Source: an optimization exercise on an open RTL-to-GDS flow (aim: a short achievable clock period and few clock cycles per item). Production flows keep margins and buffers that such runs may drop.
In this exercise RTL edits were held to simulation tests only and were not proved equivalent to the original.
Power is estimated from default activity; no workload was simulated.

`flow/run.sh`:
```
#!/bin/bash
# synth_recipe.tcl (not shown) runs the flow's synth.tcl, then flattens the netlist and writes it again
# the make line also repeats each setting of config.mk as NAME=value (left out here)
make -C /OpenROAD-flow-scripts/flow DESIGN_CONFIG=/design/flow/config.mk WORK_HOME=/design/flow/orfs CLKGATE_MAP_FILE= SYNTH_SCRIPT=/design/flow/synth_recipe.tcl finish
```
`flow/config.mk`:
```
export PLATFORM = sky130hd
export DESIGN_NAME = sdcache_top
export DESIGN_NICKNAME = sdcache_top
export VERILOG_FILES = /design/flow/design.v
export SDC_FILE = /design/flow/constraint.sdc
export NUM_CORES = 4
export LEC_CHECK = 0
export CAP_MARGIN = 20
export CORE_MARGIN = 2
export CORE_UTILIZATION = 45
export SLEW_MARGIN = 20
export SYNTH_MEMORY_MAX_BITS = 8192
```
`flow/constraint.sdc`:
```
create_clock -name core_clock -period 6.0 [get_ports {clka}]
set_input_delay 1.2000 -clock core_clock [delete_from_list [all_inputs] [get_ports {clka}]]
set_output_delay 1.2000 -clock core_clock [all_outputs]
set_load 0.01 [all_outputs]
```
`flow/design.v`:
```
`timescale 1ns/1ps
`default_nettype none
package sdcache_pkg;
  localparam int ADDR_W = 24;         
  localparam int DATA_W = 32;         
  localparam int BE_W   = DATA_W/8;   
  localparam int BYTE_W   = 8;               
  localparam int WORD_LSB = 2;               
  typedef logic [ADDR_W-1:0] addr_t;
  typedef logic [DATA_W-1:0] word_t;
  typedef logic [BE_W-1:0]   be_t;
  typedef logic [BYTE_W-1:0] byte_t;
  typedef enum logic [2:0] {
    INIT,          
    IDLE,          
    WRITE_BLOCK,   
    READ_BLOCK,    
    WAIT,          
    SET_TAG        
  } ctrl_state_t;
endpackage
`default_nettype wire
`timescale 1ns/1ps
`default_nettype none
module tag_store #(
  parameter  int CACHE_DEPTH = 8,
  parameter  int BLOCK_BYTES = 64,
  localparam int OFF_W = $clog2(BLOCK_BYTES),
  localparam int IDX_W = $clog2(CACHE_DEPTH),
  localparam int TAG_W = sdcache_pkg::ADDR_W - OFF_W - IDX_W,
  localparam int BLK_W = sdcache_pkg::ADDR_W - OFF_W
) (
  input  wire              clka,
  input  wire              i_rrst_x,
  input  sdcache_pkg::addr_t i_addr,      
  input  wire              i_set,       
  input  wire              i_dirty,     
  output logic             o_valid,
  output logic             o_hit,
  output logic             o_dirty,
  output logic [BLK_W-1:0] o_old_blk,   
  output logic             o_ready      
);
  logic             valid_mem [CACHE_DEPTH];
  logic             dirty_mem [CACHE_DEPTH];
  logic [TAG_W-1:0] tag_mem   [CACHE_DEPTH];
  logic             r_sweep;   
  logic [IDX_W-1:0] r_cnt;     
  logic [IDX_W-1:0] w_idx;
  logic [TAG_W-1:0] w_tag;
  assign w_idx = i_addr[OFF_W +: IDX_W];
  assign w_tag = i_addr[sdcache_pkg::ADDR_W-1 -: TAG_W];
  assign o_valid   = i_set | valid_mem[w_idx];
  assign o_hit     = i_set | (valid_mem[w_idx] & (tag_mem[w_idx] == w_tag));
  assign o_dirty   = i_set ? i_dirty : dirty_mem[w_idx];
  assign o_old_blk = {tag_mem[w_idx], w_idx};
  assign o_ready   = ~r_sweep;
  always_ff @(posedge clka) begin
    if (!i_rrst_x) begin
      r_sweep <= 1'b1;
      r_cnt   <= '0;
    end else if (r_sweep) begin
      valid_mem[r_cnt] <= 1'b0;   
      dirty_mem[r_cnt] <= 1'b0;
      tag_mem[r_cnt]   <= '0;
      r_cnt            <= r_cnt + 1'b1;
      if (r_cnt == IDX_W'(CACHE_DEPTH-1)) begin
        r_sweep <= 1'b0;          
      end
    end else if (i_set) begin
      valid_mem[w_idx] <= 1'b1;
      dirty_mem[w_idx] <= i_dirty;
      tag_mem[w_idx]   <= w_tag;
    end
  end
endmodule
`default_nettype wire
`timescale 1ns/1ps
`default_nettype none
module cache_ctrl #(
  parameter  int BLOCK_BYTES = 64,
  localparam int OFF_W = $clog2(BLOCK_BYTES),
  localparam int BLK_W = sdcache_pkg::ADDR_W - OFF_W
) (
  input  wire              clka,
  input  wire              i_rrst_x,
  input  wire              i_ren,
  input  sdcache_pkg::be_t i_wen,
  input  sdcache_pkg::addr_t i_addr,
  input  sdcache_pkg::word_t i_wdata,
  output logic             o_busy,
  output sdcache_pkg::addr_t o_tag_addr,
  output logic             o_tag_set,
  output logic             o_tag_dirty,
  input  wire              i_tag_valid,
  input  wire              i_tag_hit,
  input  wire              i_tag_dirty,
  input  wire [BLK_W-1:0]  i_tag_old_blk,
  input  wire              i_tag_ready,
  output logic             o_xfer_req,
  output logic             o_xfer_rw,    
  output logic [BLK_W-1:0] o_xfer_blk,
  input  wire              i_xfer_done,
  output logic             o_ram_req,
  output sdcache_pkg::addr_t o_ram_addr,
  output sdcache_pkg::be_t o_ram_be,
  output sdcache_pkg::word_t o_ram_wdata,
  input  wire              i_ram_gnt
);
  sdcache_pkg::ctrl_state_t r_st0, r_st1, r_st2;   
  sdcache_pkg::addr_t r_addr;
  sdcache_pkg::word_t r_wdata;
  sdcache_pkg::be_t   r_be;
  logic  r_dirty;                     
  logic  w_req;
  assign w_req       = i_ren | (|i_wen);
  assign o_busy      = (r_st0 != sdcache_pkg::IDLE);
  assign o_tag_addr  = (r_st0 == sdcache_pkg::IDLE) ? i_addr : r_addr;   
  assign o_tag_set   = (r_st0 == sdcache_pkg::SET_TAG);
  assign o_tag_dirty = r_dirty;
  assign o_ram_req   = (r_st0 == sdcache_pkg::SET_TAG);   
  assign o_ram_addr  = r_addr;
  assign o_ram_be    = r_be;
  assign o_ram_wdata = r_wdata;
  always_ff @(posedge clka) begin
    if (!i_rrst_x) begin
      r_st0      <= sdcache_pkg::INIT;
      r_st1      <= sdcache_pkg::INIT;
      r_st2      <= sdcache_pkg::INIT;
      o_xfer_req <= 1'b0;
    end else begin
      o_xfer_req <= 1'b0;                 
      case (r_st0)
        sdcache_pkg::INIT: begin
          if (i_tag_ready) begin
            r_st0 <= sdcache_pkg::IDLE;
            r_st1 <= sdcache_pkg::IDLE;
            r_st2 <= sdcache_pkg::IDLE;
          end
        end
        sdcache_pkg::IDLE: begin
          if (w_req) begin
            if (i_tag_hit) begin          
              r_st0 <= sdcache_pkg::SET_TAG;
              r_st1 <= sdcache_pkg::IDLE;
              r_st2 <= sdcache_pkg::IDLE;
            end else if (i_tag_valid && i_tag_dirty) begin
              r_st0 <= sdcache_pkg::WRITE_BLOCK;       
              r_st1 <= sdcache_pkg::READ_BLOCK;
              r_st2 <= sdcache_pkg::SET_TAG;
            end else begin
              r_st0 <= sdcache_pkg::READ_BLOCK;
              r_st1 <= sdcache_pkg::SET_TAG;
              r_st2 <= sdcache_pkg::IDLE;
            end
          end
        end
        sdcache_pkg::WRITE_BLOCK, sdcache_pkg::READ_BLOCK: begin
          o_xfer_req <= 1'b1;
          r_st0      <= sdcache_pkg::WAIT;             
        end
        sdcache_pkg::WAIT: begin
          if (i_xfer_done) begin
            r_st0 <= r_st1;
            r_st1 <= r_st2;
            r_st2 <= sdcache_pkg::IDLE;
          end
        end
        sdcache_pkg::SET_TAG: begin
          if (i_ram_gnt) begin
            r_st0 <= r_st1;
            r_st1 <= r_st2;
            r_st2 <= sdcache_pkg::IDLE;
          end
        end
        default: r_st0 <= sdcache_pkg::IDLE;
      endcase
    end
  end
  always_ff @(posedge clka) begin
    if (r_st0 == sdcache_pkg::IDLE) begin
      r_addr  <= i_addr;
      r_wdata <= i_wdata;
      r_be    <= i_wen;
      r_dirty <= (|i_wen) | (i_tag_hit & i_tag_dirty);
    end
    if (r_st0 == sdcache_pkg::WRITE_BLOCK) begin
      o_xfer_rw  <= 1'b1;
      o_xfer_blk <= i_tag_old_blk;        
    end else if (r_st0 == sdcache_pkg::READ_BLOCK) begin
      o_xfer_rw  <= 1'b0;
      o_xfer_blk <= r_addr[sdcache_pkg::ADDR_W-1:OFF_W];
    end
  end
endmodule
`default_nettype wire
`timescale 1ns/1ps
`default_nettype none
module blk_mover #(
  parameter  int BLOCK_BYTES = 64,
  localparam int OFF_W = $clog2(BLOCK_BYTES),
  localparam int BLK_W = sdcache_pkg::ADDR_W - OFF_W
) (
  input  wire              clka,
  input  wire              i_rrst_x,
  input  wire              i_xfer_req,
  input  wire              i_xfer_rw,
  input  wire [BLK_W-1:0]  i_xfer_blk,
  output logic             o_xfer_done,
  output logic             o_dev_req,
  output logic             o_dev_rw,
  output logic [BLK_W-1:0] o_dev_blk,
  input  wire              i_dev_rd_en,
  input  sdcache_pkg::byte_t i_dev_rd_data,
  output logic             o_dev_wr_valid,
  output sdcache_pkg::byte_t o_dev_wr_data,
  input  wire              i_dev_wr_take,
  output logic             o_ram_req,
  output sdcache_pkg::addr_t o_ram_addr,
  output sdcache_pkg::be_t o_ram_be,
  output sdcache_pkg::word_t o_ram_wdata,
  input  wire              i_ram_gnt,
  input  sdcache_pkg::word_t i_ram_rdata
);
  logic             r_act;      
  logic             r_rd_req;   
  logic             r_rw;
  logic [BLK_W-1:0] r_blk;
  logic [OFF_W-1:0] r_cnt;      
  sdcache_pkg::be_t              r_be;       
  logic             w_fill_wr;
  logic             w_last;
  assign w_fill_wr = r_act & ~r_rw & i_dev_rd_en;
  assign w_last    = (r_cnt == OFF_W'(BLOCK_BYTES-1));
  assign o_dev_rw      = r_rw;
  assign o_dev_blk     = r_blk;
  assign o_ram_addr    = {r_blk, r_cnt};
  assign o_ram_req     = r_rw ? (r_act & r_rd_req) : w_fill_wr;
  assign o_ram_be      = w_fill_wr ? r_be : '0;
  assign o_ram_wdata   = {sdcache_pkg::BE_W{i_dev_rd_data}};   
  assign o_dev_wr_data = sdcache_pkg::byte_t'(i_ram_rdata >> {r_cnt[sdcache_pkg::WORD_LSB-1:0], 3'b000});
  always_ff @(posedge clka) begin
    if (!i_rrst_x) begin
      r_act          <= 1'b0;
      r_rd_req       <= 1'b0;
      o_dev_req      <= 1'b0;
      o_dev_wr_valid <= 1'b0;
      o_xfer_done    <= 1'b0;
    end else begin
      o_dev_req   <= 1'b0;
      o_xfer_done <= 1'b0;
      if (!r_act) begin
        if (i_xfer_req) begin
          r_act     <= 1'b1;
          o_dev_req <= 1'b1;
          r_rd_req  <= i_xfer_rw;   
        end
      end else if (!r_rw) begin
        if (i_dev_rd_en && w_last) begin
          r_act       <= 1'b0;
          o_xfer_done <= 1'b1;
        end
      end else if (r_rd_req) begin
        if (i_ram_gnt) begin
          r_rd_req       <= 1'b0;
          o_dev_wr_valid <= 1'b1;   
        end
      end else if (o_dev_wr_valid && i_dev_wr_take) begin
        o_dev_wr_valid <= 1'b0;
        if (w_last) begin
          r_act       <= 1'b0;
          o_xfer_done <= 1'b1;
        end else begin
          r_rd_req <= 1'b1;         
        end
      end
    end
  end
  always_ff @(posedge clka) begin
    if (!r_act && i_xfer_req) begin
      r_rw  <= i_xfer_rw;
      r_blk <= i_xfer_blk;
      r_cnt <= '0;
      r_be  <= sdcache_pkg::be_t'(1);
    end else if (w_fill_wr) begin
      r_cnt <= r_cnt + 1'b1;
      r_be  <= {r_be[sdcache_pkg::BE_W-2:0], r_be[sdcache_pkg::BE_W-1]};   
    end else if (r_act && r_rw && o_dev_wr_valid && i_dev_wr_take) begin
      r_cnt <= r_cnt + 1'b1;
    end
  end
endmodule
`default_nettype wire
`timescale 1ns/1ps
`default_nettype none
module cache_ram_arb #(
  parameter  int CACHE_DEPTH = 8,
  parameter  int BLOCK_BYTES = 64,
  localparam int DEPTH = CACHE_DEPTH * BLOCK_BYTES / sdcache_pkg::BE_W,
  localparam int AW    = $clog2(DEPTH)
) (
  input  wire        clka,
  input  wire        i_rrst_x,
  input  wire        i_m_req,
  input  sdcache_pkg::addr_t i_m_addr,
  input  sdcache_pkg::be_t i_m_be,
  input  sdcache_pkg::word_t i_m_wdata,
  output logic       o_m_gnt,
  output sdcache_pkg::word_t o_m_rdata,
  input  wire        i_c_req,
  input  sdcache_pkg::addr_t i_c_addr,
  input  sdcache_pkg::be_t i_c_be,
  input  sdcache_pkg::word_t i_c_wdata,
  output logic       o_c_gnt,
  output sdcache_pkg::word_t o_c_rdata
);
  sdcache_pkg::word_t mem [DEPTH];
  logic [AW-1:0] w_idx;
  sdcache_pkg::be_t           w_we;
  sdcache_pkg::word_t         w_wdata;
  assign o_m_gnt = i_m_req;
  assign o_c_gnt = i_c_req & ~i_m_req;
  assign w_idx   = o_m_gnt ? i_m_addr[sdcache_pkg::WORD_LSB +: AW] : i_c_addr[sdcache_pkg::WORD_LSB +: AW];
  assign w_wdata = o_m_gnt ? i_m_wdata : i_c_wdata;
  assign w_we    = o_m_gnt ? i_m_be : (o_c_gnt ? i_c_be : '0);   
  always_ff @(posedge clka) begin
    for (int b = 0; b < sdcache_pkg::BE_W; b++) begin
      if (w_we[b]) begin
        mem[w_idx][b*sdcache_pkg::BYTE_W +: sdcache_pkg::BYTE_W] <= w_wdata[b*sdcache_pkg::BYTE_W +: sdcache_pkg::BYTE_W];
      end
    end
  end
  always_ff @(posedge clka) begin
    if (!i_rrst_x) begin
      o_m_rdata <= '0;
      o_c_rdata <= '0;
    end else begin
      if (o_m_gnt && (i_m_be == '0)) begin
        o_m_rdata <= mem[w_idx];
      end
      if (o_c_gnt && (i_c_be == '0)) begin
        o_c_rdata <= mem[w_idx];    
      end
    end
  end
endmodule
`default_nettype wire
`timescale 1ns/1ps
`default_nettype none
module sdcache_top #(
  parameter  int CACHE_DEPTH = 8,
  parameter  int BLOCK_BYTES = 64,
  localparam int BLK_W = sdcache_pkg::ADDR_W - $clog2(BLOCK_BYTES)
) (
  input  wire              i_rrst_x,
  input  wire              clka,
  input  wire              i_ren,
  input  sdcache_pkg::be_t i_wen,
  input  sdcache_pkg::addr_t i_addr,
  input  sdcache_pkg::word_t i_wdata,
  output sdcache_pkg::word_t o_rdata,
  output logic             o_busy,
  output logic             o_dev_req,
  output logic             o_dev_rw,
  output logic [BLK_W-1:0] o_dev_blk,
  input  wire              i_dev_rd_en,
  input  sdcache_pkg::byte_t i_dev_rd_data,
  output logic             o_dev_wr_valid,
  output sdcache_pkg::byte_t o_dev_wr_data,
  input  wire              i_dev_wr_take
);
  sdcache_pkg::addr_t            tag_addr;
  logic             tag_set, tag_dirty_in;
  logic             tag_valid, tag_hit, tag_dirty, tag_ready;
  logic [BLK_W-1:0] tag_old_blk;
  logic             xfer_req, xfer_rw, xfer_done;
  logic [BLK_W-1:0] xfer_blk;
  logic             m_req, m_gnt, c_req, c_gnt;
  sdcache_pkg::addr_t            m_addr, c_addr;
  sdcache_pkg::be_t              m_be, c_be;
  sdcache_pkg::word_t            m_wdata, m_rdata, c_wdata;
  tag_store #(.CACHE_DEPTH(CACHE_DEPTH), .BLOCK_BYTES(BLOCK_BYTES)) u_tag (
    .clka, .i_rrst_x, .i_addr(tag_addr), .i_set(tag_set), .i_dirty(tag_dirty_in),
    .o_valid(tag_valid), .o_hit(tag_hit), .o_dirty(tag_dirty),
    .o_old_blk(tag_old_blk), .o_ready(tag_ready)
  );
  cache_ctrl #(.BLOCK_BYTES(BLOCK_BYTES)) u_ctrl (
    .clka, .i_rrst_x, .i_ren, .i_wen, .i_addr, .i_wdata, .o_busy,
    .o_tag_addr(tag_addr), .o_tag_set(tag_set), .o_tag_dirty(tag_dirty_in),
    .i_tag_valid(tag_valid), .i_tag_hit(tag_hit), .i_tag_dirty(tag_dirty),
    .i_tag_old_blk(tag_old_blk), .i_tag_ready(tag_ready),
    .o_xfer_req(xfer_req), .o_xfer_rw(xfer_rw), .o_xfer_blk(xfer_blk),
    .i_xfer_done(xfer_done),
    .o_ram_req(c_req), .o_ram_addr(c_addr), .o_ram_be(c_be), .o_ram_wdata(c_wdata),
    .i_ram_gnt(c_gnt)
  );
  blk_mover #(.BLOCK_BYTES(BLOCK_BYTES)) u_mover (
    .clka, .i_rrst_x,
    .i_xfer_req(xfer_req), .i_xfer_rw(xfer_rw), .i_xfer_blk(xfer_blk),
    .o_xfer_done(xfer_done),
    .o_dev_req, .o_dev_rw, .o_dev_blk, .i_dev_rd_en, .i_dev_rd_data,
    .o_dev_wr_valid, .o_dev_wr_data, .i_dev_wr_take,
    .o_ram_req(m_req), .o_ram_addr(m_addr), .o_ram_be(m_be), .o_ram_wdata(m_wdata),
    .i_ram_gnt(m_gnt), .i_ram_rdata(m_rdata)
  );
  cache_ram_arb #(.CACHE_DEPTH(CACHE_DEPTH), .BLOCK_BYTES(BLOCK_BYTES)) u_ram (
    .clka, .i_rrst_x,
    .i_m_req(m_req), .i_m_addr(m_addr), .i_m_be(m_be), .i_m_wdata(m_wdata),
    .o_m_gnt(m_gnt), .o_m_rdata(m_rdata),
    .i_c_req(c_req), .i_c_addr(c_addr), .i_c_be(c_be), .i_c_wdata(c_wdata),
    .o_c_gnt(c_gnt), .o_c_rdata(o_rdata)
  );
endmodule
`default_nettype wire
```
==> out/summary.txt <==
CTS
--------------------------------------------------------------------------------
Post-cts sizing count                                                          0
Longest Clk Path Bufs                                                          4
Depth of the CTS H-tree                                                        5
CTS clk-pin slew, worst paths                                            0.06 ns
Number of hold buffers added after cts                                         0
CTS tree                                                                    done
Total number of clock tree sinks                                            4420
Count of buffers added by post-CTS timing repair for setup                     0
Cts bufs inserted                                                            429
Skew-Pair Late Insertion Delay                                           1.00 ns
Root buffer cell                                                    sky130_fd_sc_hd__clkbuf_16

WORST SETUP PATH
--------------------------------------------------------------------------------
Number of cells traversed by the worst register-to-register path              13
Endpoint type of the worst setup path                                   register
Cell with the largest stage delay on the worst path                 sky130_fd_sc_hd__clkdlybuf4s50_1
Critical path type                                                  primary input to register
Worst path most repeated cell                                       sky130_fd_sc_hd__buf_4
Reg2reg setup slack                                                      0.35 ns
End of the worst register-to-register path                          u_ram.o_c_rdata[3]
CP cell instances                                                   clkdlybuf4s50_1, mux2_4, buf_4, nand3_2, nand2_8, buf_12, buf_12, buf_12, buf_4, mux2_2, nand2_1, a41oi_1, nor3_1, buf_4, nand4b_1, buf_4, o211a_1
Largest stage delay on the critical path                                 0.60 ns
Worst flop-to-flop path startpoint                                  u_ctrl.r_addr[2]
Maximum net fanout on the critical path                                       18
Data arrival time of the critical path                                   6.57 ns
Type of origin of the critical path                                 primary input
Crit path required time                                                  6.88 ns

LAYOUT
--------------------------------------------------------------------------------
Design area                                                           0.198 mm^2
Relative area change from synthesis to final layout                        18.2%
Register cell area after layout                                       0.132 mm^2
Total of fill cells in the finished design                                 29300
Net count of the finished layout                                           11300
Ratio of cells with drive above 1 in the final layout                      18.3%
Area occupied by multi-input gates                                   0.0330 mm^2

SYNTHESIS
--------------------------------------------------------------------------------
Area share of the largest cell type after synthesis                        77.4%
Cell taking the most area after synthesis                           sky130_fd_sc_hd__edfxtp_1
Netlist Area Pre-Place                                                0.167 mm^2
Yosys warning count                                                            4
Net count of the mapped netlist                                            10200
Synth top area cells                                                sky130_fd_sc_hd__edfxtp_1, sky130_fd_sc_hd__a22oi_1, sky130_fd_sc_hd__mux2i_1
Top cell types by occurrence after synthesis                        sky130_fd_sc_hd__edfxtp_1, sky130_fd_sc_hd__a22oi_1, sky130_fd_sc_hd__nor2_1
Synth Register Bits                                                         4420
Number of flops mapped to enable cells by yosys                             4310
Primary FF master, synth                                            sky130_fd_sc_hd__edfxtp_1
Cell with the most instances after synthesis                        sky130_fd_sc_hd__edfxtp_1
Post-Syn Area per Cell                                                 16.5 um^2
Sequential-to-total area share from yosys stat                             78.7%
Number of distinct library cells after synthesis                              98
Gate count after technology mapping                                        10100
Share of synthesized flip-flops with an asynchronous set or reset             0%

FLOORPLAN
--------------------------------------------------------------------------------
Area of the die                                                       0.377 mm^2
Die width                                                                 614 um
Initial Util                                                               45.3%
Core Rows                                                                    223
Core Area                                                             0.369 mm^2
DIE HEIGHT                                                                614 um
Top-level I/O count                                                          135

PLACEMENT
--------------------------------------------------------------------------------
Cell area after placement                                             0.184 mm^2
Routability cong.                                                          0.933
HPWL after DPL                                                         377000 um
Number of port buffers                                                       132
Post-Place Setup Slack                                                 -0.506 ns

GLOBAL ROUTING
--------------------------------------------------------------------------------
Pin count of the biggest net entering global routing                         129
Global router's overall resource usage                                     30.3%
Wire length of the first global-routing pass                           801000 um
Number of global-route vias before repair                                 101000
Initial antenna violation count                                               59
Global route total overflow                                                    0

DRT
--------------------------------------------------------------------------------
Total via count after detailed routing                                    108000
Initial DRT Pass Iterations                                                    9
Vias/cell                                                                   6.50
DRT Wirelength                                                         586000 um
DRC violation count after routing                                              0
DRT iter0 DRCs                                                             18500
Average wire length per cell after detail routing                        35.3 um
Number of routed nets with antenna violations                                  0

TIMING
--------------------------------------------------------------------------------
Setup WS post-layout                                                    0.313 ns
Worst-case headroom to the max-slew limit                                  19.7%
Setup repair after global routing missed its margin                           no
Hold violation count in the final report                                       0
Actual transition at the worst max-transition pin                        1.19 ns
Number of slew-limit violations in the final report                            0
Clock skew after layout                                                0.0534 ns
Hold WS                                                                 0.421 ns
Number of failing setup endpoints in the final timing report                   0
Maximum achievable frequency                                             176 MHz
Minimum period implied by the final worst setup slack                    5.69 ns
Part of the cycle the worst path needs                                     94.8%

WORST HOLD PATH
--------------------------------------------------------------------------------
Hold_sp                                                             u_ctrl.o_xfer_blk[3]
HP Class                                                            register to register
Cell depth of the worst min-delay path                                         0
End of the worst hold path                                          u_mover.r_blk[3]

OUTCOME
--------------------------------------------------------------------------------
Run status                                                          complete, no violations

PWR
--------------------------------------------------------------------------------
IR Drop Worst-Case VDD                                                0.000306 V
Share of total power in combinational logic                                 4.9%
Power Dens Cells                                                     322 mW/mm^2
Cell-internal power                                                     0.0497 W
Clock share of power                                                       42.4%
Relative contribution of sequential cells to total power                   52.6%
Cell leakage power                                                       64.0 nW
Net switching fraction of the power                                        22.0%
Net switching power of the design                                       0.0140 W

FLOW RUN
--------------------------------------------------------------------------------
Max-cap violations                                                             0

## sequential cells by signal, indices dropped and copies added, names as in the netlist, 3 cells and up
name,count
u_ctrl.o_xfer_blk,18
u_ctrl.r_addr,22
u_ctrl.r_be,4
u_ctrl.r_st0,3
u_ctrl.r_st1,3
u_ctrl.r_wdata,32
u_mover.r_be,4
u_mover.r_blk,18
u_mover.r_cnt,6
u_ram.mem,4096
u_ram.o_c_rdata,32
u_ram.o_m_rdata,32
u_tag.dirty_mem,8
u_tag.r_cnt,3
u_tag.tag_mem,120
u_tag.valid_mem,8
## worst max-delay path by stage
stage           startpoint                 end  slack (ns)  depth (start not counted)
2_1_floorplan  i_dev_rd_en     u_ram.mem[0][0]        0.94                         10
3_3_place_gp   i_dev_rd_en  u_ram.o_c_rdata[3]       -0.54                         17
3_5_place_dp   i_dev_rd_en  u_ram.o_c_rdata[3]       -0.51                         17
4_1_cts        i_dev_rd_en  u_ram.o_c_rdata[3]        0.54                         17
5_1_grt        i_dev_rd_en  u_ram.o_c_rdata[3]        0.40                         17
6_report       i_dev_rd_en  u_ram.o_c_rdata[3]        0.31                         17
## placed cells by master, fill, tap and decap left out, types with 57 or more instances in the layout
cell                                 n
sky130_fd_sc_hd__a21oi_1           296
sky130_fd_sc_hd__a221oi_1          265
sky130_fd_sc_hd__a22o_1            145
sky130_fd_sc_hd__a22oi_1          1032
sky130_fd_sc_hd__a31oi_1           133
sky130_fd_sc_hd__buf_12            142
sky130_fd_sc_hd__buf_4            1128
sky130_fd_sc_hd__clkbuf_1           87
sky130_fd_sc_hd__clkbuf_16         433
sky130_fd_sc_hd__clkdlybuf4s50_1   131
sky130_fd_sc_hd__clkinv_1           90
sky130_fd_sc_hd__clkinv_2           84
sky130_fd_sc_hd__dfxtp_1           109
sky130_fd_sc_hd__diode_2            68
sky130_fd_sc_hd__edfxtp_1         4310
sky130_fd_sc_hd__mux2i_1           332
sky130_fd_sc_hd__nand2_1           593
sky130_fd_sc_hd__nand3_1           116
sky130_fd_sc_hd__nor2_1            677
sky130_fd_sc_hd__o2111ai_1          57
sky130_fd_sc_hd__o21ai_0           354
sky130_fd_sc_hd__o22ai_1            84
## kinds of logic (layout without fill, tap and decap cells)
family	count (synthesis)	in the layout	synth area share, %
flops	4420	4420	78.7
compound gates	2828	2828	12.3
simple gates	1705	1705	4.37
buf+inv	774	2230	2.09
mux	386	386	2.41
xor+xnor	21	21	0.110
fa+ha+maj	3	3	0.0224
other cells	0	68	0
## layout make-up
cell class              instances  share of cell area [%]
well taps                    4950                    3.13
repair buffers               1403                    6.39
diodes                         68                  0.0861
clock buffers                 540                    5.78
flip-flops and latches       4420                    66.6
multi-input cells            4943                    16.7
clock inverters               255                    1.27
inverters                      32                  0.0620
## stage by stage
| step | util [%] | std cells | setup TNS, ns | total power (W) |
|---|---|---|---|---|
| CTS | 53.5 | 16500 | 0 | 0.0636 |
| finish | 53.5 | 16600 | 0 | 0.0636 |
| global route | 53.5 | 16600 | 0 | 0.0649 |
| detailed placement | 49.7 | 15700 | -1.35 | 0.0371 |
| global placement | 49.7 | 15700 | -1.38 | 0.0371 |
| floorplan | - | 10100 | 0 | 0.0352 |
## power groups by stage
stage                     Clock (W)  Combinational (W)  Sequential [W]
final                        0.0270            0.00313          0.0335
after global routing         0.0283            0.00312          0.0335
after CTS                    0.0271            0.00299          0.0335
after detailed placement          0            0.00298          0.0342
after global placement            0            0.00297          0.0342
after floorplan                   0            0.00106          0.0341
## critical path, delay by kind of cell
family | cells | cell delay [ns]
multiplexers | 2 | 0.80
buffers and inverters | 8 | 2.27
AO/OA/AOI/OAI | 2 | 0.68
AND/OR/NAND/NOR | 5 | 1.49
## per-layer routing
| metal | global-route usage (%) | vias up | routed length [um] |
|---|---|---|---|
| met4 | 15.6 | 20 | 34100 |
| li1 | - | 43300 | - |
| met1 | 41.2 | 55200 | 217000 |
| met2 | 45.0 | 8083 | 259000 |
| met5 | 0 | - | 126 |
| met3 | 7.86 | 1369 | 76100 |
Testbench counts, summed over its fixed seeds: cycles 380,707, requests 20,000.

[separate check: timing with driven ports]
No port has a modelled driver above. Below, the same layout with a new extraction and two added sets of constraints.
Step 1 sets driving cells, clkbuf_16 on the clock port and buf_2 on the other inputs (assumed; they add their load-dependent delay and slew).
Step 2 also shifts input and output timing later by t, the mid clock arrival at the registers, as if the neighbouring blocks saw the same clock.
a / b / c = no drivers / after step 1 / after step 2; a / b = the first two.
t, ns: 1.103
setup slack, ns: 0.313 / 0.345 / -0.690
worst setup path after step 2: input to register
With both steps, setup timing fails in this run, where it was met with ideal ports. For this run, drivers alone change the setup slack by +0.032 ns; drivers and shift together by -1.003 ns.
